Source: an optimization exercise on an open RTL-to-GDS flow (aim: small area and a short achievable clock period). Production flows keep margins and buffers that such runs may drop.
Function was checked by simulation only, so behaviour that the tests miss may differ from the original.
Power is estimated from default activity; no workload was simulated.

File: design/flow/flow/run.sh
#!/bin/bash
# The standard layout (standard.sh, unchanged synthesis) with two changes:
# the port buffers are plain buf_2 cells instead of the delay buffers that
# buffer_ports picks by default, and the clock tree is built from clkbuf_4 and
# clkbuf_8 cells without dummy loads.
set -euo pipefail
export BUFFER_PORTS_ARGS="-buffer_cell sky130_fd_sc_hd__buf_2"
export CTS_ARGS="-sink_clustering_enable -repair_clock_nets -buf_list {sky130_fd_sc_hd__clkbuf_4 sky130_fd_sc_hd__clkbuf_8} -dont_use_dummy_load"
bash standard.sh > standard.log 2>&1
File: design/flow/standard.sh
#!/bin/bash
# synth_recipe.tcl (not shown) runs the flow's synth.tcl, then flattens the netlist and writes it again
# the make line also repeats each setting of config.mk as NAME=value (left out here)
make -C /OpenROAD-flow-scripts/flow DESIGN_CONFIG=/design/flow/config.mk WORK_HOME=/design/flow/orfs CLKGATE_MAP_FILE= SYNTH_SCRIPT=/design/flow/synth_recipe.tcl "${@:-finish}"
File: design/flow/config.mk
export PLATFORM = sky130hd
export DESIGN_NAME = wallaceMulTop
export DESIGN_NICKNAME = wallaceMulTop
export VERILOG_FILES = /design/flow/design.v
export SDC_FILE = /design/flow/constraint.sdc
export NUM_CORES = 4
export LEC_CHECK = 0
export ABC_CLOCK_PERIOD_IN_PS = 2500
export CAP_MARGIN = 20
export CORE_MARGIN = 2
export CORE_UTILIZATION = 60
export SETUP_SLACK_MARGIN = 1.5
export SLEW_MARGIN = 20
export SYNTH_HIERARCHICAL = 1
File: design/flow/constraint.sdc
create_clock -name core_clock -period 4.3 [get_ports {clk}]
set_input_delay 0.8600 -clock core_clock [delete_from_list [all_inputs] [get_ports {clk}]]
set_output_delay 0.8600 -clock core_clock [all_outputs]
set_load 0.01 [all_outputs]
File: design/flow/design.v
`timescale 1ns/1ps
package mulPkg;
	localparam int OpWidth   = 16;
	localparam int ProdWidth = 2 * OpWidth;
endpackage
`timescale 1ns/1ps
`timescale 1ns/1ps
module fullAdd (
	input  logic a,
	input  logic b,
	input  logic c,
	output logic s,
	output logic co
);
	assign s  = a ^ b ^ c;
	assign co = (a & b) | (a & c) | (b & c);
endmodule
module halfAdd (
	input  logic a,
	input  logic b,
	output logic s,
	output logic co
);
	assign s  = a ^ b;
	assign co = a & b;
endmodule
`timescale 1ns/1ps
`timescale 1ns/1ps
`timescale 1ns/1ps
`timescale 1ns/1ps
module wallaceMulTop (
	input  logic        clk,
	input  logic        arstN,
	input  logic        reqValid,
	input  logic [15:0] reqOpA,
	input  logic [15:0] reqOpB,
	output logic        respValid,
	output logic [31:0] respProduct
);
	logic        valid_q;
	logic        csValid_q;
	logic [15:0] opA_q;
	logic [7:0] one_q;
	logic [7:0] two_q;
	logic [7:0] neg_q;
	logic        top_q;
	logic [72:0] cs_d;
	logic [72:0] cs_q;
	logic [31:0] rowA;
	logic [31:0] rowB;
	logic [31:0] sum;
	logic [16:0] bx;
	assign bx = {reqOpB, 1'b0};
	logic [7:0] one_d;
	logic [7:0] two_d;
	logic [7:0] neg_d;
	always_comb begin
		for (int i = 0; i < 8; i++) begin
			one_d[i] = bx[2*i+1] ^ bx[2*i];
			two_d[i] = (bx[2*i+2] & ~bx[2*i+1] & ~bx[2*i]) | (~bx[2*i+2] & bx[2*i+1] & bx[2*i]);
			neg_d[i] = bx[2*i+2];
		end
	end
	always_ff @(posedge clk or negedge arstN) begin
		if (!arstN) begin
			valid_q   <= 1'b0;
			csValid_q <= 1'b0;
			respValid <= 1'b0;
		end else begin
			valid_q   <= reqValid;
			csValid_q <= valid_q;
			respValid <= csValid_q;
		end
	end
	always_ff @(posedge clk) begin
		opA_q <= reqOpA;
		one_q <= one_d;
		two_q <= two_d;
		neg_q <= neg_d;
		top_q <= reqOpB[15];
		cs_q        <= cs_d;
		respProduct <= sum;
	end
	logic pp0_0;
	logic pp0_1;
	logic pp0_2;
	logic pp0_3;
	logic pp0_4;
	logic pp0_5;
	logic pp0_6;
	logic pp0_7;
	logic pp0_8;
	logic pp0_9;
	logic pp0_10;
	logic pp0_11;
	logic pp0_12;
	logic pp0_13;
	logic pp0_14;
	logic pp0_15;
	logic pp0_16;
	logic pp1_0;
	logic pp1_1;
	logic pp1_2;
	logic pp1_3;
	logic pp1_4;
	logic pp1_5;
	logic pp1_6;
	logic pp1_7;
	logic pp1_8;
	logic pp1_9;
	logic pp1_10;
	logic pp1_11;
	logic pp1_12;
	logic pp1_13;
	logic pp1_14;
	logic pp1_15;
	logic pp1_16;
	logic pp2_0;
	logic pp2_1;
	logic pp2_2;
	logic pp2_3;
	logic pp2_4;
	logic pp2_5;
	logic pp2_6;
	logic pp2_7;
	logic pp2_8;
	logic pp2_9;
	logic pp2_10;
	logic pp2_11;
	logic pp2_12;
	logic pp2_13;
	logic pp2_14;
	logic pp2_15;
	logic pp2_16;
	logic pp3_0;
	logic pp3_1;
	logic pp3_2;
	logic pp3_3;
	logic pp3_4;
	logic pp3_5;
	logic pp3_6;
	logic pp3_7;
	logic pp3_8;
	logic pp3_9;
	logic pp3_10;
	logic pp3_11;
	logic pp3_12;
	logic pp3_13;
	logic pp3_14;
	logic pp3_15;
	logic pp3_16;
	logic pp4_0;
	logic pp4_1;
	logic pp4_2;
	logic pp4_3;
	logic pp4_4;
	logic pp4_5;
	logic pp4_6;
	logic pp4_7;
	logic pp4_8;
	logic pp4_9;
	logic pp4_10;
	logic pp4_11;
	logic pp4_12;
	logic pp4_13;
	logic pp4_14;
	logic pp4_15;
	logic pp4_16;
	logic pp5_0;
	logic pp5_1;
	logic pp5_2;
	logic pp5_3;
	logic pp5_4;
	logic pp5_5;
	logic pp5_6;
	logic pp5_7;
	logic pp5_8;
	logic pp5_9;
	logic pp5_10;
	logic pp5_11;
	logic pp5_12;
	logic pp5_13;
	logic pp5_14;
	logic pp5_15;
	logic pp5_16;
	logic pp6_0;
	logic pp6_1;
	logic pp6_2;
	logic pp6_3;
	logic pp6_4;
	logic pp6_5;
	logic pp6_6;
	logic pp6_7;
	logic pp6_8;
	logic pp6_9;
	logic pp6_10;
	logic pp6_11;
	logic pp6_12;
	logic pp6_13;
	logic pp6_14;
	logic pp6_15;
	logic pp6_16;
	logic pp7_0;
	logic pp7_1;
	logic pp7_2;
	logic pp7_3;
	logic pp7_4;
	logic pp7_5;
	logic pp7_6;
	logic pp7_7;
	logic pp7_8;
	logic pp7_9;
	logic pp7_10;
	logic pp7_11;
	logic pp7_12;
	logic pp7_13;
	logic pp7_14;
	logic pp7_15;
	logic pp7_16;
	logic pp8_0;
	logic pp8_1;
	logic pp8_2;
	logic pp8_3;
	logic pp8_4;
	logic pp8_5;
	logic pp8_6;
	logic pp8_7;
	logic pp8_8;
	logic pp8_9;
	logic pp8_10;
	logic pp8_11;
	logic pp8_12;
	logic pp8_13;
	logic pp8_14;
	logic pp8_15;
	assign pp0_0 = (one_q[0] & opA_q[0]) ^ neg_q[0];
	assign pp0_1 = ((one_q[0] & opA_q[1]) | (two_q[0] & opA_q[0])) ^ neg_q[0];
	assign pp0_2 = ((one_q[0] & opA_q[2]) | (two_q[0] & opA_q[1])) ^ neg_q[0];
	assign pp0_3 = ((one_q[0] & opA_q[3]) | (two_q[0] & opA_q[2])) ^ neg_q[0];
	assign pp0_4 = ((one_q[0] & opA_q[4]) | (two_q[0] & opA_q[3])) ^ neg_q[0];
	assign pp0_5 = ((one_q[0] & opA_q[5]) | (two_q[0] & opA_q[4])) ^ neg_q[0];
	assign pp0_6 = ((one_q[0] & opA_q[6]) | (two_q[0] & opA_q[5])) ^ neg_q[0];
	assign pp0_7 = ((one_q[0] & opA_q[7]) | (two_q[0] & opA_q[6])) ^ neg_q[0];
	assign pp0_8 = ((one_q[0] & opA_q[8]) | (two_q[0] & opA_q[7])) ^ neg_q[0];
	assign pp0_9 = ((one_q[0] & opA_q[9]) | (two_q[0] & opA_q[8])) ^ neg_q[0];
	assign pp0_10 = ((one_q[0] & opA_q[10]) | (two_q[0] & opA_q[9])) ^ neg_q[0];
	assign pp0_11 = ((one_q[0] & opA_q[11]) | (two_q[0] & opA_q[10])) ^ neg_q[0];
	assign pp0_12 = ((one_q[0] & opA_q[12]) | (two_q[0] & opA_q[11])) ^ neg_q[0];
	assign pp0_13 = ((one_q[0] & opA_q[13]) | (two_q[0] & opA_q[12])) ^ neg_q[0];
	assign pp0_14 = ((one_q[0] & opA_q[14]) | (two_q[0] & opA_q[13])) ^ neg_q[0];
	assign pp0_15 = ((one_q[0] & opA_q[15]) | (two_q[0] & opA_q[14])) ^ neg_q[0];
	assign pp0_16 = (two_q[0] & opA_q[15]) ^ neg_q[0];
	assign pp1_0 = (one_q[1] & opA_q[0]) ^ neg_q[1];
	assign pp1_1 = ((one_q[1] & opA_q[1]) | (two_q[1] & opA_q[0])) ^ neg_q[1];
	assign pp1_2 = ((one_q[1] & opA_q[2]) | (two_q[1] & opA_q[1])) ^ neg_q[1];
	assign pp1_3 = ((one_q[1] & opA_q[3]) | (two_q[1] & opA_q[2])) ^ neg_q[1];
	assign pp1_4 = ((one_q[1] & opA_q[4]) | (two_q[1] & opA_q[3])) ^ neg_q[1];
	assign pp1_5 = ((one_q[1] & opA_q[5]) | (two_q[1] & opA_q[4])) ^ neg_q[1];
	assign pp1_6 = ((one_q[1] & opA_q[6]) | (two_q[1] & opA_q[5])) ^ neg_q[1];
	assign pp1_7 = ((one_q[1] & opA_q[7]) | (two_q[1] & opA_q[6])) ^ neg_q[1];
	assign pp1_8 = ((one_q[1] & opA_q[8]) | (two_q[1] & opA_q[7])) ^ neg_q[1];
	assign pp1_9 = ((one_q[1] & opA_q[9]) | (two_q[1] & opA_q[8])) ^ neg_q[1];
	assign pp1_10 = ((one_q[1] & opA_q[10]) | (two_q[1] & opA_q[9])) ^ neg_q[1];
	assign pp1_11 = ((one_q[1] & opA_q[11]) | (two_q[1] & opA_q[10])) ^ neg_q[1];
	assign pp1_12 = ((one_q[1] & opA_q[12]) | (two_q[1] & opA_q[11])) ^ neg_q[1];
	assign pp1_13 = ((one_q[1] & opA_q[13]) | (two_q[1] & opA_q[12])) ^ neg_q[1];
	assign pp1_14 = ((one_q[1] & opA_q[14]) | (two_q[1] & opA_q[13])) ^ neg_q[1];
	assign pp1_15 = ((one_q[1] & opA_q[15]) | (two_q[1] & opA_q[14])) ^ neg_q[1];
	assign pp1_16 = (two_q[1] & opA_q[15]) ^ neg_q[1];
	assign pp2_0 = (one_q[2] & opA_q[0]) ^ neg_q[2];
	assign pp2_1 = ((one_q[2] & opA_q[1]) | (two_q[2] & opA_q[0])) ^ neg_q[2];
	assign pp2_2 = ((one_q[2] & opA_q[2]) | (two_q[2] & opA_q[1])) ^ neg_q[2];
	assign pp2_3 = ((one_q[2] & opA_q[3]) | (two_q[2] & opA_q[2])) ^ neg_q[2];
	assign pp2_4 = ((one_q[2] & opA_q[4]) | (two_q[2] & opA_q[3])) ^ neg_q[2];
	assign pp2_5 = ((one_q[2] & opA_q[5]) | (two_q[2] & opA_q[4])) ^ neg_q[2];
	assign pp2_6 = ((one_q[2] & opA_q[6]) | (two_q[2] & opA_q[5])) ^ neg_q[2];
	assign pp2_7 = ((one_q[2] & opA_q[7]) | (two_q[2] & opA_q[6])) ^ neg_q[2];
	assign pp2_8 = ((one_q[2] & opA_q[8]) | (two_q[2] & opA_q[7])) ^ neg_q[2];
	assign pp2_9 = ((one_q[2] & opA_q[9]) | (two_q[2] & opA_q[8])) ^ neg_q[2];
	assign pp2_10 = ((one_q[2] & opA_q[10]) | (two_q[2] & opA_q[9])) ^ neg_q[2];
	assign pp2_11 = ((one_q[2] & opA_q[11]) | (two_q[2] & opA_q[10])) ^ neg_q[2];
	assign pp2_12 = ((one_q[2] & opA_q[12]) | (two_q[2] & opA_q[11])) ^ neg_q[2];
	assign pp2_13 = ((one_q[2] & opA_q[13]) | (two_q[2] & opA_q[12])) ^ neg_q[2];
	assign pp2_14 = ((one_q[2] & opA_q[14]) | (two_q[2] & opA_q[13])) ^ neg_q[2];
	assign pp2_15 = ((one_q[2] & opA_q[15]) | (two_q[2] & opA_q[14])) ^ neg_q[2];
	assign pp2_16 = (two_q[2] & opA_q[15]) ^ neg_q[2];
	assign pp3_0 = (one_q[3] & opA_q[0]) ^ neg_q[3];
	assign pp3_1 = ((one_q[3] & opA_q[1]) | (two_q[3] & opA_q[0])) ^ neg_q[3];
	assign pp3_2 = ((one_q[3] & opA_q[2]) | (two_q[3] & opA_q[1])) ^ neg_q[3];
	assign pp3_3 = ((one_q[3] & opA_q[3]) | (two_q[3] & opA_q[2])) ^ neg_q[3];
	assign pp3_4 = ((one_q[3] & opA_q[4]) | (two_q[3] & opA_q[3])) ^ neg_q[3];
	assign pp3_5 = ((one_q[3] & opA_q[5]) | (two_q[3] & opA_q[4])) ^ neg_q[3];
	assign pp3_6 = ((one_q[3] & opA_q[6]) | (two_q[3] & opA_q[5])) ^ neg_q[3];
	assign pp3_7 = ((one_q[3] & opA_q[7]) | (two_q[3] & opA_q[6])) ^ neg_q[3];
	assign pp3_8 = ((one_q[3] & opA_q[8]) | (two_q[3] & opA_q[7])) ^ neg_q[3];
	assign pp3_9 = ((one_q[3] & opA_q[9]) | (two_q[3] & opA_q[8])) ^ neg_q[3];
	assign pp3_10 = ((one_q[3] & opA_q[10]) | (two_q[3] & opA_q[9])) ^ neg_q[3];
	assign pp3_11 = ((one_q[3] & opA_q[11]) | (two_q[3] & opA_q[10])) ^ neg_q[3];
	assign pp3_12 = ((one_q[3] & opA_q[12]) | (two_q[3] & opA_q[11])) ^ neg_q[3];
	assign pp3_13 = ((one_q[3] & opA_q[13]) | (two_q[3] & opA_q[12])) ^ neg_q[3];
	assign pp3_14 = ((one_q[3] & opA_q[14]) | (two_q[3] & opA_q[13])) ^ neg_q[3];
	assign pp3_15 = ((one_q[3] & opA_q[15]) | (two_q[3] & opA_q[14])) ^ neg_q[3];
	assign pp3_16 = (two_q[3] & opA_q[15]) ^ neg_q[3];
	assign pp4_0 = (one_q[4] & opA_q[0]) ^ neg_q[4];
	assign pp4_1 = ((one_q[4] & opA_q[1]) | (two_q[4] & opA_q[0])) ^ neg_q[4];
	assign pp4_2 = ((one_q[4] & opA_q[2]) | (two_q[4] & opA_q[1])) ^ neg_q[4];
	assign pp4_3 = ((one_q[4] & opA_q[3]) | (two_q[4] & opA_q[2])) ^ neg_q[4];
	assign pp4_4 = ((one_q[4] & opA_q[4]) | (two_q[4] & opA_q[3])) ^ neg_q[4];
	assign pp4_5 = ((one_q[4] & opA_q[5]) | (two_q[4] & opA_q[4])) ^ neg_q[4];
	assign pp4_6 = ((one_q[4] & opA_q[6]) | (two_q[4] & opA_q[5])) ^ neg_q[4];
	assign pp4_7 = ((one_q[4] & opA_q[7]) | (two_q[4] & opA_q[6])) ^ neg_q[4];
	assign pp4_8 = ((one_q[4] & opA_q[8]) | (two_q[4] & opA_q[7])) ^ neg_q[4];
	assign pp4_9 = ((one_q[4] & opA_q[9]) | (two_q[4] & opA_q[8])) ^ neg_q[4];
	assign pp4_10 = ((one_q[4] & opA_q[10]) | (two_q[4] & opA_q[9])) ^ neg_q[4];
	assign pp4_11 = ((one_q[4] & opA_q[11]) | (two_q[4] & opA_q[10])) ^ neg_q[4];
	assign pp4_12 = ((one_q[4] & opA_q[12]) | (two_q[4] & opA_q[11])) ^ neg_q[4];
	assign pp4_13 = ((one_q[4] & opA_q[13]) | (two_q[4] & opA_q[12])) ^ neg_q[4];
	assign pp4_14 = ((one_q[4] & opA_q[14]) | (two_q[4] & opA_q[13])) ^ neg_q[4];
	assign pp4_15 = ((one_q[4] & opA_q[15]) | (two_q[4] & opA_q[14])) ^ neg_q[4];
	assign pp4_16 = (two_q[4] & opA_q[15]) ^ neg_q[4];
	assign pp5_0 = (one_q[5] & opA_q[0]) ^ neg_q[5];
	assign pp5_1 = ((one_q[5] & opA_q[1]) | (two_q[5] & opA_q[0])) ^ neg_q[5];
	assign pp5_2 = ((one_q[5] & opA_q[2]) | (two_q[5] & opA_q[1])) ^ neg_q[5];
	assign pp5_3 = ((one_q[5] & opA_q[3]) | (two_q[5] & opA_q[2])) ^ neg_q[5];
	assign pp5_4 = ((one_q[5] & opA_q[4]) | (two_q[5] & opA_q[3])) ^ neg_q[5];
	assign pp5_5 = ((one_q[5] & opA_q[5]) | (two_q[5] & opA_q[4])) ^ neg_q[5];
	assign pp5_6 = ((one_q[5] & opA_q[6]) | (two_q[5] & opA_q[5])) ^ neg_q[5];
	assign pp5_7 = ((one_q[5] & opA_q[7]) | (two_q[5] & opA_q[6])) ^ neg_q[5];
	assign pp5_8 = ((one_q[5] & opA_q[8]) | (two_q[5] & opA_q[7])) ^ neg_q[5];
	assign pp5_9 = ((one_q[5] & opA_q[9]) | (two_q[5] & opA_q[8])) ^ neg_q[5];
	assign pp5_10 = ((one_q[5] & opA_q[10]) | (two_q[5] & opA_q[9])) ^ neg_q[5];
	assign pp5_11 = ((one_q[5] & opA_q[11]) | (two_q[5] & opA_q[10])) ^ neg_q[5];
	assign pp5_12 = ((one_q[5] & opA_q[12]) | (two_q[5] & opA_q[11])) ^ neg_q[5];
	assign pp5_13 = ((one_q[5] & opA_q[13]) | (two_q[5] & opA_q[12])) ^ neg_q[5];
	assign pp5_14 = ((one_q[5] & opA_q[14]) | (two_q[5] & opA_q[13])) ^ neg_q[5];
	assign pp5_15 = ((one_q[5] & opA_q[15]) | (two_q[5] & opA_q[14])) ^ neg_q[5];
	assign pp5_16 = (two_q[5] & opA_q[15]) ^ neg_q[5];
	assign pp6_0 = (one_q[6] & opA_q[0]) ^ neg_q[6];
	assign pp6_1 = ((one_q[6] & opA_q[1]) | (two_q[6] & opA_q[0])) ^ neg_q[6];
	assign pp6_2 = ((one_q[6] & opA_q[2]) | (two_q[6] & opA_q[1])) ^ neg_q[6];
	assign pp6_3 = ((one_q[6] & opA_q[3]) | (two_q[6] & opA_q[2])) ^ neg_q[6];
	assign pp6_4 = ((one_q[6] & opA_q[4]) | (two_q[6] & opA_q[3])) ^ neg_q[6];
	assign pp6_5 = ((one_q[6] & opA_q[5]) | (two_q[6] & opA_q[4])) ^ neg_q[6];
	assign pp6_6 = ((one_q[6] & opA_q[6]) | (two_q[6] & opA_q[5])) ^ neg_q[6];
	assign pp6_7 = ((one_q[6] & opA_q[7]) | (two_q[6] & opA_q[6])) ^ neg_q[6];
	assign pp6_8 = ((one_q[6] & opA_q[8]) | (two_q[6] & opA_q[7])) ^ neg_q[6];
	assign pp6_9 = ((one_q[6] & opA_q[9]) | (two_q[6] & opA_q[8])) ^ neg_q[6];
	assign pp6_10 = ((one_q[6] & opA_q[10]) | (two_q[6] & opA_q[9])) ^ neg_q[6];
	assign pp6_11 = ((one_q[6] & opA_q[11]) | (two_q[6] & opA_q[10])) ^ neg_q[6];
	assign pp6_12 = ((one_q[6] & opA_q[12]) | (two_q[6] & opA_q[11])) ^ neg_q[6];
	assign pp6_13 = ((one_q[6] & opA_q[13]) | (two_q[6] & opA_q[12])) ^ neg_q[6];
	assign pp6_14 = ((one_q[6] & opA_q[14]) | (two_q[6] & opA_q[13])) ^ neg_q[6];
	assign pp6_15 = ((one_q[6] & opA_q[15]) | (two_q[6] & opA_q[14])) ^ neg_q[6];
	assign pp6_16 = (two_q[6] & opA_q[15]) ^ neg_q[6];
	assign pp7_0 = (one_q[7] & opA_q[0]) ^ neg_q[7];
	assign pp7_1 = ((one_q[7] & opA_q[1]) | (two_q[7] & opA_q[0])) ^ neg_q[7];
	assign pp7_2 = ((one_q[7] & opA_q[2]) | (two_q[7] & opA_q[1])) ^ neg_q[7];
	assign pp7_3 = ((one_q[7] & opA_q[3]) | (two_q[7] & opA_q[2])) ^ neg_q[7];
	assign pp7_4 = ((one_q[7] & opA_q[4]) | (two_q[7] & opA_q[3])) ^ neg_q[7];
	assign pp7_5 = ((one_q[7] & opA_q[5]) | (two_q[7] & opA_q[4])) ^ neg_q[7];
	assign pp7_6 = ((one_q[7] & opA_q[6]) | (two_q[7] & opA_q[5])) ^ neg_q[7];
	assign pp7_7 = ((one_q[7] & opA_q[7]) | (two_q[7] & opA_q[6])) ^ neg_q[7];
	assign pp7_8 = ((one_q[7] & opA_q[8]) | (two_q[7] & opA_q[7])) ^ neg_q[7];
	assign pp7_9 = ((one_q[7] & opA_q[9]) | (two_q[7] & opA_q[8])) ^ neg_q[7];
	assign pp7_10 = ((one_q[7] & opA_q[10]) | (two_q[7] & opA_q[9])) ^ neg_q[7];
	assign pp7_11 = ((one_q[7] & opA_q[11]) | (two_q[7] & opA_q[10])) ^ neg_q[7];
	assign pp7_12 = ((one_q[7] & opA_q[12]) | (two_q[7] & opA_q[11])) ^ neg_q[7];
	assign pp7_13 = ((one_q[7] & opA_q[13]) | (two_q[7] & opA_q[12])) ^ neg_q[7];
	assign pp7_14 = ((one_q[7] & opA_q[14]) | (two_q[7] & opA_q[13])) ^ neg_q[7];
	assign pp7_15 = ((one_q[7] & opA_q[15]) | (two_q[7] & opA_q[14])) ^ neg_q[7];
	assign pp7_16 = (two_q[7] & opA_q[15]) ^ neg_q[7];
	assign pp8_0 = opA_q[0] & top_q;
	assign pp8_1 = opA_q[1] & top_q;
	assign pp8_2 = opA_q[2] & top_q;
	assign pp8_3 = opA_q[3] & top_q;
	assign pp8_4 = opA_q[4] & top_q;
	assign pp8_5 = opA_q[5] & top_q;
	assign pp8_6 = opA_q[6] & top_q;
	assign pp8_7 = opA_q[7] & top_q;
	assign pp8_8 = opA_q[8] & top_q;
	assign pp8_9 = opA_q[9] & top_q;
	assign pp8_10 = opA_q[10] & top_q;
	assign pp8_11 = opA_q[11] & top_q;
	assign pp8_12 = opA_q[12] & top_q;
	assign pp8_13 = opA_q[13] & top_q;
	assign pp8_14 = opA_q[14] & top_q;
	assign pp8_15 = opA_q[15] & top_q;
	logic xs1;
	logic xc2;
	logic xs3;
	logic xc4;
	logic xs5;
	logic xc6;
	logic xs7;
	logic xc8;
	logic xs9;
	logic xc10;
	logic xs11;
	logic xc12;
	logic xs13;
	logic xc14;
	logic xs15;
	logic xc16;
	logic xs17;
	logic xc18;
	logic xs19;
	logic xc20;
	logic xs21;
	logic xc22;
	logic xs23;
	logic xc24;
	logic xs25;
	logic xc26;
	logic xs27;
	logic xc28;
	logic xs29;
	logic xc30;
	logic xs31;
	logic xc32;
	logic xs33;
	logic xc34;
	logic xs35;
	logic xc36;
	logic xs37;
	logic xc38;
	logic xs39;
	logic xc40;
	logic xs41;
	logic xc42;
	logic xs43;
	logic xc44;
	logic xs45;
	logic xc46;
	logic xs47;
	logic xc48;
	logic xs49;
	logic xc50;
	logic xs51;
	logic xc52;
	logic xs53;
	logic xc54;
	logic xs55;
	logic xc56;
	logic xs57;
	logic xc58;
	logic xs59;
	logic xc60;
	logic xs61;
	logic xc62;
	logic xs63;
	logic xc64;
	logic xs65;
	logic xc66;
	logic xs67;
	logic xc68;
	logic xs69;
	logic xc70;
	logic xs71;
	logic xc72;
	logic xs73;
	logic xc74;
	logic xs75;
	logic xc76;
	logic xs77;
	logic xc78;
	logic xs79;
	logic xc80;
	logic xs81;
	logic xc82;
	logic xs83;
	logic xc84;
	logic xs85;
	logic xc86;
	logic xs87;
	logic xc88;
	logic xs89;
	logic xc90;
	logic xs91;
	logic xc92;
	logic xs93;
	logic xc94;
	logic xs95;
	logic xc96;
	logic xs97;
	logic xc98;
	logic xs99;
	logic xc100;
	logic xs101;
	logic xc102;
	logic xs103;
	logic xc104;
	logic xs105;
	logic xc106;
	logic xs107;
	logic xc108;
	logic xs109;
	logic xc110;
	logic xs111;
	logic xc112;
	logic xs113;
	logic xc114;
	logic xs115;
	logic xc116;
	logic xs117;
	logic xc118;
	logic xs119;
	logic xc120;
	logic xs121;
	logic xc122;
	logic xs123;
	logic xc124;
	logic xs125;
	logic xc126;
	logic xs127;
	logic xc128;
	logic xs129;
	logic xc130;
	logic xs131;
	logic xc132;
	logic xs133;
	logic xc134;
	logic xs135;
	logic xc136;
	logic xs137;
	logic xc138;
	logic xs139;
	logic xc140;
	logic xs141;
	logic xc142;
	logic xs143;
	logic xc144;
	logic xs145;
	logic xc146;
	logic xs147;
	logic xc148;
	logic xs149;
	logic xc150;
	logic xs151;
	logic xc152;
	logic xs153;
	logic xc154;
	logic xs155;
	logic xc156;
	logic xs157;
	logic xc158;
	logic xs159;
	logic xc160;
	logic xs161;
	logic xc162;
	logic xs163;
	logic xc164;
	logic xs165;
	logic xc166;
	logic xs167;
	logic xc168;
	logic xs169;
	logic xc170;
	logic xs171;
	logic xc172;
	logic xs173;
	logic xc174;
	logic xs175;
	logic xc176;
	logic xs177;
	logic xc178;
	logic xs179;
	logic xc180;
	logic xs181;
	logic xc182;
	logic xs183;
	logic xc184;
	logic xs185;
	logic xc186;
	logic xs187;
	logic xc188;
	logic xs189;
	logic xc190;
	logic xs191;
	logic xc192;
	logic xs193;
	logic xc194;
	logic xs195;
	logic xc196;
	logic xs197;
	logic xc198;
	logic xs199;
	logic xc200;
	logic xs201;
	logic xc202;
	logic xs203;
	logic xc204;
	logic xs205;
	logic xc206;
	logic xs207;
	logic xc208;
	logic xs209;
	logic xc210;
	logic xs211;
	logic xc212;
	logic xs213;
	logic xc214;
	logic xs215;
	logic xc216;
	logic xs217;
	logic xc218;
	logic xs219;
	logic xc220;
	logic xs221;
	logic xc222;
	logic xs223;
	logic xc224;
	logic xs225;
	logic xc226;
	halfAdd uxs1 (.a(neg_q[0]), .b(pp0_0), .s(xs1), .co(xc2));
	halfAdd uxs3 (.a(pp0_1), .b(xc2), .s(xs3), .co(xc4));
	fullAdd uxs5 (.a(neg_q[1]), .b(pp0_2), .c(pp1_0), .s(xs5), .co(xc6));
	halfAdd uxs7 (.a(xc4), .b(xs5), .s(xs7), .co(xc8));
	fullAdd uxs9 (.a(pp0_3), .b(pp1_1), .c(xc6), .s(xs9), .co(xc10));
	halfAdd uxs11 (.a(xc8), .b(xs9), .s(xs11), .co(xc12));
	fullAdd uxs13 (.a(neg_q[2]), .b(pp0_4), .c(pp1_2), .s(xs13), .co(xc14));
	fullAdd uxs15 (.a(pp2_0), .b(xs13), .c(xc10), .s(xs15), .co(xc16));
	fullAdd uxs17 (.a(pp0_5), .b(pp1_3), .c(pp2_1), .s(xs17), .co(xc18));
	halfAdd uxs19 (.a(xc14), .b(xs17), .s(xs19), .co(xc20));
	fullAdd uxs21 (.a(neg_q[3]), .b(pp0_6), .c(pp1_4), .s(xs21), .co(xc22));
	fullAdd uxs23 (.a(pp2_2), .b(pp3_0), .c(xc18), .s(xs23), .co(xc24));
	fullAdd uxs25 (.a(xs21), .b(xc20), .c(xs23), .s(xs25), .co(xc26));
	fullAdd uxs27 (.a(pp0_7), .b(pp1_5), .c(pp2_3), .s(xs27), .co(xc28));
	fullAdd uxs29 (.a(pp3_1), .b(xc22), .c(xs27), .s(xs29), .co(xc30));
	halfAdd uxs31 (.a(xc24), .b(xs29), .s(xs31), .co(xc32));
	fullAdd uxs33 (.a(neg_q[4]), .b(pp0_8), .c(pp1_6), .s(xs33), .co(xc34));
	fullAdd uxs35 (.a(pp2_4), .b(pp3_2), .c(pp4_0), .s(xs35), .co(xc36));
	fullAdd uxs37 (.a(xc28), .b(xs33), .c(xs35), .s(xs37), .co(xc38));
	halfAdd uxs39 (.a(xc30), .b(xs37), .s(xs39), .co(xc40));
	fullAdd uxs41 (.a(pp0_9), .b(pp1_7), .c(pp2_5), .s(xs41), .co(xc42));
	fullAdd uxs43 (.a(pp3_3), .b(pp4_1), .c(xc34), .s(xs43), .co(xc44));
	fullAdd uxs45 (.a(xc36), .b(xs41), .c(xc38), .s(xs45), .co(xc46));
	fullAdd uxs47 (.a(neg_q[5]), .b(pp0_10), .c(pp1_8), .s(xs47), .co(xc48));
	fullAdd uxs49 (.a(pp2_6), .b(pp3_4), .c(pp4_2), .s(xs49), .co(xc50));
	fullAdd uxs51 (.a(pp5_0), .b(xc42), .c(xs47), .s(xs51), .co(xc52));
	fullAdd uxs53 (.a(xs49), .b(xc44), .c(xs51), .s(xs53), .co(xc54));
	fullAdd uxs55 (.a(pp0_11), .b(pp1_9), .c(pp2_7), .s(xs55), .co(xc56));
	fullAdd uxs57 (.a(pp3_5), .b(pp4_3), .c(pp5_1), .s(xs57), .co(xc58));
	fullAdd uxs59 (.a(xc48), .b(xc50), .c(xs55), .s(xs59), .co(xc60));
	fullAdd uxs61 (.a(xs57), .b(xc52), .c(xs59), .s(xs61), .co(xc62));
	fullAdd uxs63 (.a(neg_q[6]), .b(pp0_12), .c(pp1_10), .s(xs63), .co(xc64));
	fullAdd uxs65 (.a(pp2_8), .b(pp3_6), .c(pp4_4), .s(xs65), .co(xc66));
	fullAdd uxs67 (.a(pp5_2), .b(pp6_0), .c(xc56), .s(xs67), .co(xc68));
	fullAdd uxs69 (.a(xc58), .b(xs63), .c(xs65), .s(xs69), .co(xc70));
	fullAdd uxs71 (.a(xc60), .b(xs67), .c(xs69), .s(xs71), .co(xc72));
	fullAdd uxs73 (.a(pp0_13), .b(pp1_11), .c(pp2_9), .s(xs73), .co(xc74));
	fullAdd uxs75 (.a(pp3_7), .b(pp4_5), .c(pp5_3), .s(xs75), .co(xc76));
	fullAdd uxs77 (.a(pp6_1), .b(xc64), .c(xc66), .s(xs77), .co(xc78));
	fullAdd uxs79 (.a(xs73), .b(xs75), .c(xc68), .s(xs79), .co(xc80));
	fullAdd uxs81 (.a(neg_q[7]), .b(pp0_14), .c(pp1_12), .s(xs81), .co(xc82));
	fullAdd uxs83 (.a(pp2_10), .b(pp3_8), .c(pp4_6), .s(xs83), .co(xc84));
	fullAdd uxs85 (.a(pp5_4), .b(pp6_2), .c(pp7_0), .s(xs85), .co(xc86));
	fullAdd uxs87 (.a(xc74), .b(xc76), .c(xs81), .s(xs87), .co(xc88));
	fullAdd uxs89 (.a(xs83), .b(xs85), .c(xc78), .s(xs89), .co(xc90));
	halfAdd uxs91 (.a(xs87), .b(xc80), .s(xs91), .co(xc92));
	fullAdd uxs93 (.a(pp0_15), .b(pp1_13), .c(pp2_11), .s(xs93), .co(xc94));
	fullAdd uxs95 (.a(pp3_9), .b(pp4_7), .c(pp5_5), .s(xs95), .co(xc96));
	fullAdd uxs97 (.a(pp6_3), .b(pp7_1), .c(xc82), .s(xs97), .co(xc98));
	fullAdd uxs99 (.a(xc84), .b(xc86), .c(xs93), .s(xs99), .co(xc100));
	fullAdd uxs101 (.a(xs95), .b(xc88), .c(xs97), .s(xs101), .co(xc102));
	fullAdd uxs103 (.a(pp8_0), .b(pp0_16), .c(pp1_14), .s(xs103), .co(xc104));
	fullAdd uxs105 (.a(pp2_12), .b(pp3_10), .c(pp4_8), .s(xs105), .co(xc106));
	fullAdd uxs107 (.a(pp5_6), .b(pp6_4), .c(pp7_2), .s(xs107), .co(xc108));
	fullAdd uxs109 (.a(xc94), .b(xc96), .c(xs103), .s(xs109), .co(xc110));
	fullAdd uxs111 (.a(xs105), .b(xs107), .c(xc98), .s(xs111), .co(xc112));
	fullAdd uxs113 (.a(neg_q[0]), .b(pp8_1), .c(pp1_15), .s(xs113), .co(xc114));
	fullAdd uxs115 (.a(pp2_13), .b(pp3_11), .c(pp4_9), .s(xs115), .co(xc116));
	fullAdd uxs117 (.a(pp5_7), .b(pp6_5), .c(pp7_3), .s(xs117), .co(xc118));
	fullAdd uxs119 (.a(xc104), .b(xc106), .c(xc108), .s(xs119), .co(xc120));
	fullAdd uxs121 (.a(xs113), .b(xs115), .c(xs117), .s(xs121), .co(xc122));
	fullAdd uxs123 (.a(xc110), .b(xs119), .c(xs121), .s(xs123), .co(xc124));
	fullAdd uxs125 (.a(neg_q[0]), .b(pp8_2), .c(pp1_16), .s(xs125), .co(xc126));
	fullAdd uxs127 (.a(pp2_14), .b(pp3_12), .c(pp4_10), .s(xs127), .co(xc128));
	fullAdd uxs129 (.a(pp5_8), .b(pp6_6), .c(pp7_4), .s(xs129), .co(xc130));
	fullAdd uxs131 (.a(xc114), .b(xc116), .c(xc118), .s(xs131), .co(xc132));
	fullAdd uxs133 (.a(xs125), .b(xs127), .c(xs129), .s(xs133), .co(xc134));
	fullAdd uxs135 (.a(xc120), .b(xc122), .c(xs131), .s(xs135), .co(xc136));
	fullAdd uxs137 (.a(~neg_q[0]), .b(~neg_q[1]), .c(pp8_3), .s(xs137), .co(xc138));
	fullAdd uxs139 (.a(pp2_15), .b(pp3_13), .c(pp4_11), .s(xs139), .co(xc140));
	fullAdd uxs141 (.a(pp5_9), .b(pp6_7), .c(pp7_5), .s(xs141), .co(xc142));
	fullAdd uxs143 (.a(xs137), .b(xc126), .c(xc128), .s(xs143), .co(xc144));
	fullAdd uxs145 (.a(xc130), .b(xs139), .c(xs141), .s(xs145), .co(xc146));
	fullAdd uxs147 (.a(xc132), .b(xc134), .c(xs143), .s(xs147), .co(xc148));
	assign xs149 = ~(pp8_4 ^ pp2_16);
	assign xc150 = pp8_4 | pp2_16;
	fullAdd uxs151 (.a(pp3_14), .b(pp4_12), .c(pp5_10), .s(xs151), .co(xc152));
	fullAdd uxs153 (.a(pp6_8), .b(pp7_6), .c(xc138), .s(xs153), .co(xc154));
	fullAdd uxs155 (.a(xs149), .b(xc140), .c(xc142), .s(xs155), .co(xc156));
	fullAdd uxs157 (.a(xs151), .b(xs153), .c(xc144), .s(xs157), .co(xc158));
	fullAdd uxs159 (.a(~neg_q[2]), .b(pp8_5), .c(pp3_15), .s(xs159), .co(xc160));
	fullAdd uxs161 (.a(pp4_13), .b(pp5_11), .c(pp6_9), .s(xs161), .co(xc162));
	fullAdd uxs163 (.a(pp7_7), .b(xc150), .c(xc152), .s(xs163), .co(xc164));
	fullAdd uxs165 (.a(xs159), .b(xs161), .c(xc154), .s(xs165), .co(xc166));
	fullAdd uxs167 (.a(xc156), .b(xs163), .c(xs165), .s(xs167), .co(xc168));
	assign xs169 = ~(pp8_6 ^ pp3_16);
	assign xc170 = pp8_6 | pp3_16;
	fullAdd uxs171 (.a(pp4_14), .b(pp5_12), .c(pp6_10), .s(xs171), .co(xc172));
	fullAdd uxs173 (.a(pp7_8), .b(xs169), .c(xc160), .s(xs173), .co(xc174));
	fullAdd uxs175 (.a(xc162), .b(xs171), .c(xc164), .s(xs175), .co(xc176));
	fullAdd uxs177 (.a(~neg_q[3]), .b(pp8_7), .c(pp4_15), .s(xs177), .co(xc178));
	fullAdd uxs179 (.a(pp5_13), .b(pp6_11), .c(pp7_9), .s(xs179), .co(xc180));
	fullAdd uxs181 (.a(xc170), .b(xc172), .c(xs177), .s(xs181), .co(xc182));
	fullAdd uxs183 (.a(xs179), .b(xc174), .c(xs181), .s(xs183), .co(xc184));
	assign xs185 = ~(pp8_8 ^ pp4_16);
	assign xc186 = pp8_8 | pp4_16;
	fullAdd uxs187 (.a(pp5_14), .b(pp6_12), .c(pp7_10), .s(xs187), .co(xc188));
	fullAdd uxs189 (.a(xs185), .b(xc178), .c(xc180), .s(xs189), .co(xc190));
	fullAdd uxs191 (.a(xs187), .b(xc182), .c(xs189), .s(xs191), .co(xc192));
	fullAdd uxs193 (.a(~neg_q[4]), .b(pp8_9), .c(pp5_15), .s(xs193), .co(xc194));
	fullAdd uxs195 (.a(pp6_13), .b(pp7_11), .c(xc186), .s(xs195), .co(xc196));
	fullAdd uxs197 (.a(xc188), .b(xs193), .c(xs195), .s(xs197), .co(xc198));
	assign xs199 = ~(pp8_10 ^ pp5_16);
	assign xc200 = pp8_10 | pp5_16;
	fullAdd uxs201 (.a(pp6_14), .b(pp7_12), .c(xs199), .s(xs201), .co(xc202));
	fullAdd uxs203 (.a(xc194), .b(xc196), .c(xs201), .s(xs203), .co(xc204));
	fullAdd uxs205 (.a(~neg_q[5]), .b(pp8_11), .c(pp6_15), .s(xs205), .co(xc206));
	fullAdd uxs207 (.a(pp7_13), .b(xc200), .c(xs205), .s(xs207), .co(xc208));
	halfAdd uxs209 (.a(xc202), .b(xs207), .s(xs209), .co(xc210));
	assign xs211 = ~(pp8_12 ^ pp6_16);
	assign xc212 = pp8_12 | pp6_16;
	fullAdd uxs213 (.a(pp7_14), .b(xs211), .c(xc206), .s(xs213), .co(xc214));
	halfAdd uxs215 (.a(xc208), .b(xs213), .s(xs215), .co(xc216));
	fullAdd uxs217 (.a(~neg_q[6]), .b(pp8_13), .c(pp7_15), .s(xs217), .co(xc218));
	fullAdd uxs219 (.a(xc212), .b(xs217), .c(xc214), .s(xs219), .co(xc220));
	assign xs221 = ~(pp8_14 ^ pp7_16);
	assign xc222 = pp8_14 | pp7_16;
	halfAdd uxs223 (.a(xs221), .b(xc218), .s(xs223), .co(xc224));
	fullAdd uxs225 (.a(~neg_q[7]), .b(pp8_15), .c(xc222), .s(xs225), .co(xc226));
	assign cs_d[0] = xs1;  
	assign cs_d[1] = xs3;  
	assign cs_d[2] = xs7;  
	assign cs_d[3] = xs11;  
	assign cs_d[4] = xc12;  
	assign cs_d[5] = xs15;  
	assign cs_d[6] = xs19;  
	assign cs_d[7] = xc16;  
	assign cs_d[8] = xs25;  
	assign cs_d[9] = xc26;  
	assign cs_d[10] = xs31;  
	assign cs_d[11] = xc32;  
	assign cs_d[12] = xs39;  
	assign cs_d[13] = xs43;  
	assign cs_d[14] = xc40;  
	assign cs_d[15] = xs45;  
	assign cs_d[16] = xc46;  
	assign cs_d[17] = xs53;  
	assign cs_d[18] = xc54;  
	assign cs_d[19] = xs61;  
	assign cs_d[20] = xc62;  
	assign cs_d[21] = xs71;  
	assign cs_d[22] = xc70;  
	assign cs_d[23] = xs77;  
	assign cs_d[24] = xs79;  
	assign cs_d[25] = xc72;  
	assign cs_d[26] = xs89;  
	assign cs_d[27] = xs91;  
	assign cs_d[28] = xs99;  
	assign cs_d[29] = xc90;  
	assign cs_d[30] = xs101;  
	assign cs_d[31] = xc92;  
	assign cs_d[32] = xc100;  
	assign cs_d[33] = xs109;  
	assign cs_d[34] = xc102;  
	assign cs_d[35] = xs111;  
	assign cs_d[36] = xc112;  
	assign cs_d[37] = xs123;  
	assign cs_d[38] = xs133;  
	assign cs_d[39] = xc124;  
	assign cs_d[40] = xs135;  
	assign cs_d[41] = xs145;  
	assign cs_d[42] = xc136;  
	assign cs_d[43] = xs147;  
	assign cs_d[44] = xc146;  
	assign cs_d[45] = xs155;  
	assign cs_d[46] = xc148;  
	assign cs_d[47] = xs157;  
	assign cs_d[48] = xc158;  
	assign cs_d[49] = xs167;  
	assign cs_d[50] = xs173;  
	assign cs_d[51] = xc166;  
	assign cs_d[52] = xs175;  
	assign cs_d[53] = xc168;  
	assign cs_d[54] = xc176;  
	assign cs_d[55] = xs183;  
	assign cs_d[56] = xc184;  
	assign cs_d[57] = xs191;  
	assign cs_d[58] = xc190;  
	assign cs_d[59] = xs197;  
	assign cs_d[60] = xc192;  
	assign cs_d[61] = xc198;  
	assign cs_d[62] = xs203;  
	assign cs_d[63] = xc204;  
	assign cs_d[64] = xs209;  
	assign cs_d[65] = xs215;  
	assign cs_d[66] = xc210;  
	assign cs_d[67] = xc216;  
	assign cs_d[68] = xs219;  
	assign cs_d[69] = xs223;  
	assign cs_d[70] = xc220;  
	assign cs_d[71] = xc224;  
	assign cs_d[72] = xs225;  
	logic ys227;
	logic yc228;
	logic ys229;
	logic yc230;
	logic ys231;
	logic yc232;
	logic ys233;
	logic yc234;
	logic ys235;
	logic yc236;
	logic ys237;
	logic yc238;
	logic ys239;
	logic yc240;
	logic ys241;
	logic yc242;
	logic ys243;
	logic yc244;
	logic ys245;
	logic yc246;
	logic ys247;
	logic yc248;
	logic ys249;
	logic yc250;
	logic ys251;
	logic yc252;
	logic ys253;
	logic yc254;
	logic ys255;
	logic yc256;
	logic ys257;
	logic yc258;
	logic ys259;
	logic yc260;
	logic ys261;
	logic yc262;
	logic ys263;
	logic yc264;
	logic ys265;
	logic yc266;
	logic ys267;
	logic yc268;
	logic ys269;
	logic yc270;
	logic ys271;
	logic yc272;
	logic ys273;
	logic yc274;
	logic ys275;
	logic yc276;
	logic ys277;
	logic yc278;
	logic ys279;
	logic yc280;
	logic ys281;
	logic yc282;
	fullAdd uys227 (.a(cs_q[13]), .b(cs_q[14]), .c(cs_q[15]), .s(ys227), .co(yc228));
	fullAdd uys229 (.a(cs_q[16]), .b(cs_q[17]), .c(yc228), .s(ys229), .co(yc230));
	halfAdd uys231 (.a(cs_q[18]), .b(cs_q[19]), .s(ys231), .co(yc232));
	fullAdd uys233 (.a(cs_q[20]), .b(cs_q[21]), .c(yc232), .s(ys233), .co(yc234));
	fullAdd uys235 (.a(cs_q[22]), .b(cs_q[23]), .c(cs_q[24]), .s(ys235), .co(yc236));
	halfAdd uys237 (.a(cs_q[25]), .b(ys235), .s(ys237), .co(yc238));
	fullAdd uys239 (.a(cs_q[26]), .b(cs_q[27]), .c(yc236), .s(ys239), .co(yc240));
	fullAdd uys241 (.a(cs_q[28]), .b(cs_q[29]), .c(cs_q[30]), .s(ys241), .co(yc242));
	halfAdd uys243 (.a(cs_q[31]), .b(ys241), .s(ys243), .co(yc244));
	fullAdd uys245 (.a(cs_q[32]), .b(cs_q[33]), .c(cs_q[34]), .s(ys245), .co(yc246));
	fullAdd uys247 (.a(cs_q[35]), .b(yc242), .c(ys245), .s(ys247), .co(yc248));
	fullAdd uys249 (.a(cs_q[36]), .b(cs_q[37]), .c(yc246), .s(ys249), .co(yc250));
	fullAdd uys251 (.a(cs_q[38]), .b(cs_q[39]), .c(cs_q[40]), .s(ys251), .co(yc252));
	fullAdd uys253 (.a(cs_q[41]), .b(cs_q[42]), .c(cs_q[43]), .s(ys253), .co(yc254));
	fullAdd uys255 (.a(cs_q[44]), .b(cs_q[45]), .c(cs_q[46]), .s(ys255), .co(yc256));
	fullAdd uys257 (.a(cs_q[47]), .b(yc254), .c(ys255), .s(ys257), .co(yc258));
	fullAdd uys259 (.a(cs_q[48]), .b(cs_q[49]), .c(yc256), .s(ys259), .co(yc260));
	fullAdd uys261 (.a(cs_q[50]), .b(cs_q[51]), .c(cs_q[52]), .s(ys261), .co(yc262));
	halfAdd uys263 (.a(cs_q[53]), .b(ys261), .s(ys263), .co(yc264));
	fullAdd uys265 (.a(cs_q[54]), .b(cs_q[55]), .c(yc262), .s(ys265), .co(yc266));
	halfAdd uys267 (.a(cs_q[56]), .b(cs_q[57]), .s(ys267), .co(yc268));
	fullAdd uys269 (.a(cs_q[58]), .b(cs_q[59]), .c(cs_q[60]), .s(ys269), .co(yc270));
	fullAdd uys271 (.a(cs_q[61]), .b(cs_q[62]), .c(yc270), .s(ys271), .co(yc272));
	halfAdd uys273 (.a(cs_q[63]), .b(cs_q[64]), .s(ys273), .co(yc274));
	fullAdd uys275 (.a(cs_q[65]), .b(cs_q[66]), .c(yc274), .s(ys275), .co(yc276));
	halfAdd uys277 (.a(cs_q[67]), .b(cs_q[68]), .s(ys277), .co(yc278));
	fullAdd uys279 (.a(cs_q[69]), .b(cs_q[70]), .c(yc278), .s(ys279), .co(yc280));
	halfAdd uys281 (.a(cs_q[71]), .b(cs_q[72]), .s(ys281), .co(yc282));
	assign rowA[0] = cs_q[0];
	assign rowB[0] = 1'b0;
	assign rowA[1] = cs_q[1];
	assign rowB[1] = 1'b0;
	assign rowA[2] = cs_q[2];
	assign rowB[2] = 1'b0;
	assign rowA[3] = cs_q[3];
	assign rowB[3] = 1'b0;
	assign rowA[4] = cs_q[4];
	assign rowB[4] = cs_q[5];
	assign rowA[5] = cs_q[6];
	assign rowB[5] = cs_q[7];
	assign rowA[6] = cs_q[8];
	assign rowB[6] = 1'b0;
	assign rowA[7] = cs_q[9];
	assign rowB[7] = cs_q[10];
	assign rowA[8] = cs_q[11];
	assign rowB[8] = cs_q[12];
	assign rowA[9] = ys227;
	assign rowB[9] = 1'b0;
	assign rowA[10] = ys229;
	assign rowB[10] = 1'b0;
	assign rowA[11] = ys231;
	assign rowB[11] = yc230;
	assign rowA[12] = ys233;
	assign rowB[12] = 1'b0;
	assign rowA[13] = yc234;
	assign rowB[13] = ys237;
	assign rowA[14] = yc238;
	assign rowB[14] = ys239;
	assign rowA[15] = yc240;
	assign rowB[15] = ys243;
	assign rowA[16] = yc244;
	assign rowB[16] = ys247;
	assign rowA[17] = yc248;
	assign rowB[17] = ys249;
	assign rowA[18] = ys251;
	assign rowB[18] = yc250;
	assign rowA[19] = yc252;
	assign rowB[19] = ys253;
	assign rowA[20] = ys257;
	assign rowB[20] = 1'b0;
	assign rowA[21] = yc258;
	assign rowB[21] = ys259;
	assign rowA[22] = yc260;
	assign rowB[22] = ys263;
	assign rowA[23] = yc264;
	assign rowB[23] = ys265;
	assign rowA[24] = ys267;
	assign rowB[24] = yc266;
	assign rowA[25] = yc268;
	assign rowB[25] = ys269;
	assign rowA[26] = ys271;
	assign rowB[26] = 1'b0;
	assign rowA[27] = ys273;
	assign rowB[27] = yc272;
	assign rowA[28] = ys275;
	assign rowB[28] = 1'b0;
	assign rowA[29] = ys277;
	assign rowB[29] = yc276;
	assign rowA[30] = ys279;
	assign rowB[30] = 1'b0;
	assign rowA[31] = ys281;
	assign rowB[31] = yc280;
	assign sum = rowA + rowB;
endmodule
==> run_results.csv <==
group,metric,value,unit
timing,fin_hold_ws,0.182,ns
drt,wl,21900,um
drt,dr.pass1.iters,6,
place,place_inst,1081,
global_routing,antenna_found_initial,0,
worst_hold_path,hold_class,"in -> async",
synth,syn_area_per_cell,11.0,um^2
drt,drt_iter0_drc,680,
worst_setup_path,cp-start-kind,"flip-flop",
final_layout,fin_nets,1091,
timing,fmax,354,MHz
final_layout,stdcell_count,1109,
timing,fin_worst_skew,0.0332,ns
timing,final.setup.tns,0,ns
drt,vias,6581,
timing,slew_violations,0,
drt,ant_nets,0,
floorplanning,coreArea,15800,um^2
worst_setup_path,worstPathRequired,4.63,ns
timing,hold_viol_final,0,
floorplanning,die_area,17200,um^2
worst_setup_path,worstPathArrival,3.15,ns
timing,finalWorstSetupSlack,1.48,ns
synth,syn_inst,880,
final_layout,final_cell_mix,"156 x xnor2_1, 120 x a22oi_1, 112 x fa_1",
synth,synth_cell_types,50,
global_routing,grt.total_usage,26.0,%
worst_setup_path,ff2ff_setup_slack,1.48,ns
clock_network,cts_sinks,148,
worst_setup_path,r2r_cells,8,
place,place_ws,1.24,ns
timing,worstMarginPinSlew,0.584,ns
place,gp_congestion,0.888,
synth,ys_seq_elements,148,
global_routing,overflow,0,
final_layout,nFillCells,1214,
floorplanning,rows,46,
run_status,outcome,"no timing/DRC/antenna violations",
place,dp_hpwl,15700,um
place,port_buffers,67,
clock_network,cts_root_buf,"clkbuf_8",
synth,seq_area_frac_synth,30.7,%
clock_network,numCtsBuffers,17,
final_layout,diodes,0,
clock_network,clk_latency,0.45,ns
floorplanning,fp.dieW,131,um
power_and_ir_drop,irDropWorstVdd,635,uV
timing,finalSetupViolCount,0,
synth,synth_nets,1076,
drt,wl_per_cell,19.7,um
timing,slew_headroom,60.6,%
synth,synth-edff-count,0,
worst_setup_path,end_kind,"flip-flop",
synth,async_flop_share,2.03,%
floorplanning,ios,68,
synth,yosysWarnings,7,
synth,synth_area,9700,um^2
worst_setup_path,crit_fanout,7,
drt,drc,0,
clock_network,clk_pin_slew,0.09,ns
clock_network,htreeDepth,4,
worst_setup_path,r2r-start,"cs_q[32]$_DFF_P_",
job,max-cap-violations,0,
floorplanning,fp.dieH,131,um
power_and_ir_drop,p_leak,4.11,nW
place,postPlaceCellArea,10000,um^2
global_routing,grt_max_degree,22,
worst_setup_path,critPathKind,"reg -> reg",
final_layout,layout-drive-gt1-share,21.3,%
drt,via_per_inst,5.93,
global_routing,grt_pass1_wl,35200,um
timing,rsz0062_at_grt,"yes",
final_layout,final_area,10700,um^2
worst_setup_path,r2r_end,"respProduct[29]$_DFF_P_",
power_and_ir_drop,power_density,988,nW/um^2
timing,fin_crit,2.82,ns
global_routing,grt_pass1_vias,6618,
clock_network,cts_buffer_depth,2,
clock_network,tritoncts,"done",
synth,ys.flop_type,"dfxtp_1",
worst_setup_path,crit_start,"cs_q[32]$_DFF_P_",
floorplanning,start_util,61.3,%
timing,post-route-period-util,65.6,%
final_layout,final_common_cell,"xnor2_1",
final_layout,syn_to_final_growth,9.90,%
## worst max path at each step
stage | depth (start not counted) | slack (ns) | end
finish | 8 | 1.48 | respProduct[29]$_DFF_P_
global route | 9 | 1.40 | respProduct[21]$_DFF_P_
CTS | 5 | 1.49 | cs_q[49]$_DFF_P_
detailed placement | 5 | 1.24 | cs_q[49]$_DFF_P_
global placement | 5 | 1.29 | cs_q[49]$_DFF_P_
floorplan | 7 | 1.50 | cs_q[49]$_DFF_P_
## worst max-delay path, cell delays in order, from the launching register on
cell	delay, ns
dfxtp_1	0.33
fa_1	0.55
fa_1	0.46
ha_4	0.33
and3_1	0.28
nand4_1	0.24
a31oi_1	0.27
o21ai_1	0.10
xnor2_1	0.14
## flip-flops by register name, indices dropped and copies added, names as in the netlist
register / cells
respValid: 1
one_q: 8
respProduct: 32
csValid_q: 1
opA_q: 16
valid_q: 1
neg_q: 8
two_q: 8
cs_q: 73
## layer usage
layer	global-route usage (%)	routed length (um)	up-vias
li1	-	-	2982
met1	37.1	9680	3215
met2	39.2	9810	342
met3	6.06	1820	42
met4	9.18	540	0
met5	0	0	-
## modules after synthesis (local to each module, per instance)
module / times used / flops+latches / cells
wallaceMulTop: 1 / 148 / 745
fullAdd: 116 / 0 / 1
halfAdd: 19 / 0 / 1
## synthesized netlist by cell type (5+ instances only)
cell	number	area share (%)
o21ai_0	17	0.88
nand2_1	37	1.4
and2_1	15	0.97
clkbuf_1	74	2.9
xnor2_1	156	14
a21oi_1	13	0.67
a22oi_1	120	9.3
nand3_1	10	0.52
inv_1	22	0.85
nand2b_1	9	0.58
dfxtp_1	145	30
xor2_1	13	1.2
nand3b_1	7	0.54
fa_1	117	24
ha_1	44	5.7
nand4_1	8	0.52
buf_2	12	0.62
a31oi_1	5	0.32
nor2_1	9	0.35
## report_power, final
part	total (mW)	internal [mW]	switching, mW
Clock	0.789	0.348	0.441
Combinational	7.39	3.54	3.85
Sequential	2.35	2.00	0.349
Total	10.5	5.89	4.64
## final cells by class
| class | count | area (um^2) | area share, % |
|---|---|---|---|
| Multi-Input combinational cell | 621 | 6570 | 61.6 |
| Tap cell | 216 | 270 | 2.54 |
| Clock buffer | 17 | 234 | 2.20 |
| Sequential cell | 148 | 3030 | 28.4 |
| Timing Repair Buffer | 85 | 474 | 4.45 |
| Inverter | 22 | 82.6 | 0.775 |
## through the flow
stage                     utilization, %  power [mW]
after global placement              63.2        8.12
after detailed placement            63.2        8.22
after floorplan                        -        6.73
final                               67.3        10.5
after CTS                           66.2        9.94
after global routing                67.3        11.4
## cells by family after synthesis
kind of cell	synth area share (%)
flops	30.7
xor+xnor	15.3
fa+ha+maj	29.8
mux	0.103
compound gates	13.9
simple gates	5.70
buf+inv	4.46
## repair_timing
| action | in CTS | in global routing |
|---|---|---|
| pin swaps | 11 | 18 |
| cloned | 0 | 0 |
| setup endpoints to repair | 21 | 37 |
| buffers inserted | 6 | 5 |
| resized for setup | 45 | 52 |
| hold buffers | 0 | 0 |

-- what the ideal ports hide --
No port has a modelled driver above. Below, the same layout with a new extraction and two added sets of constraints. Step 1: set_driving_cell puts a clkbuf_16 on clk and a buf_2 on each other input, an assumption about the parent block. Step 2 adds t to the input delays and takes it off the output delays; t is the mean of the earliest and latest rising clock arrival at the registers after step 1. Input paths then give back, and output paths get back, about the clock's delay inside the block. Slacks: no drivers / after step 1 / after step 2; pairs: no drivers / after step 1.
shift t [ns]: 0.477
slack for setup (ns): 1.479 / 1.479 / 1.479
worst setup path after step 2: register to register
latest minus earliest clock arrival (ns): 0.033 / 0.033
After both steps setup and hold are still met in this run. The setup slack of this run moves by 0.000 ns with the drivers and by 0.000 ns with both steps.
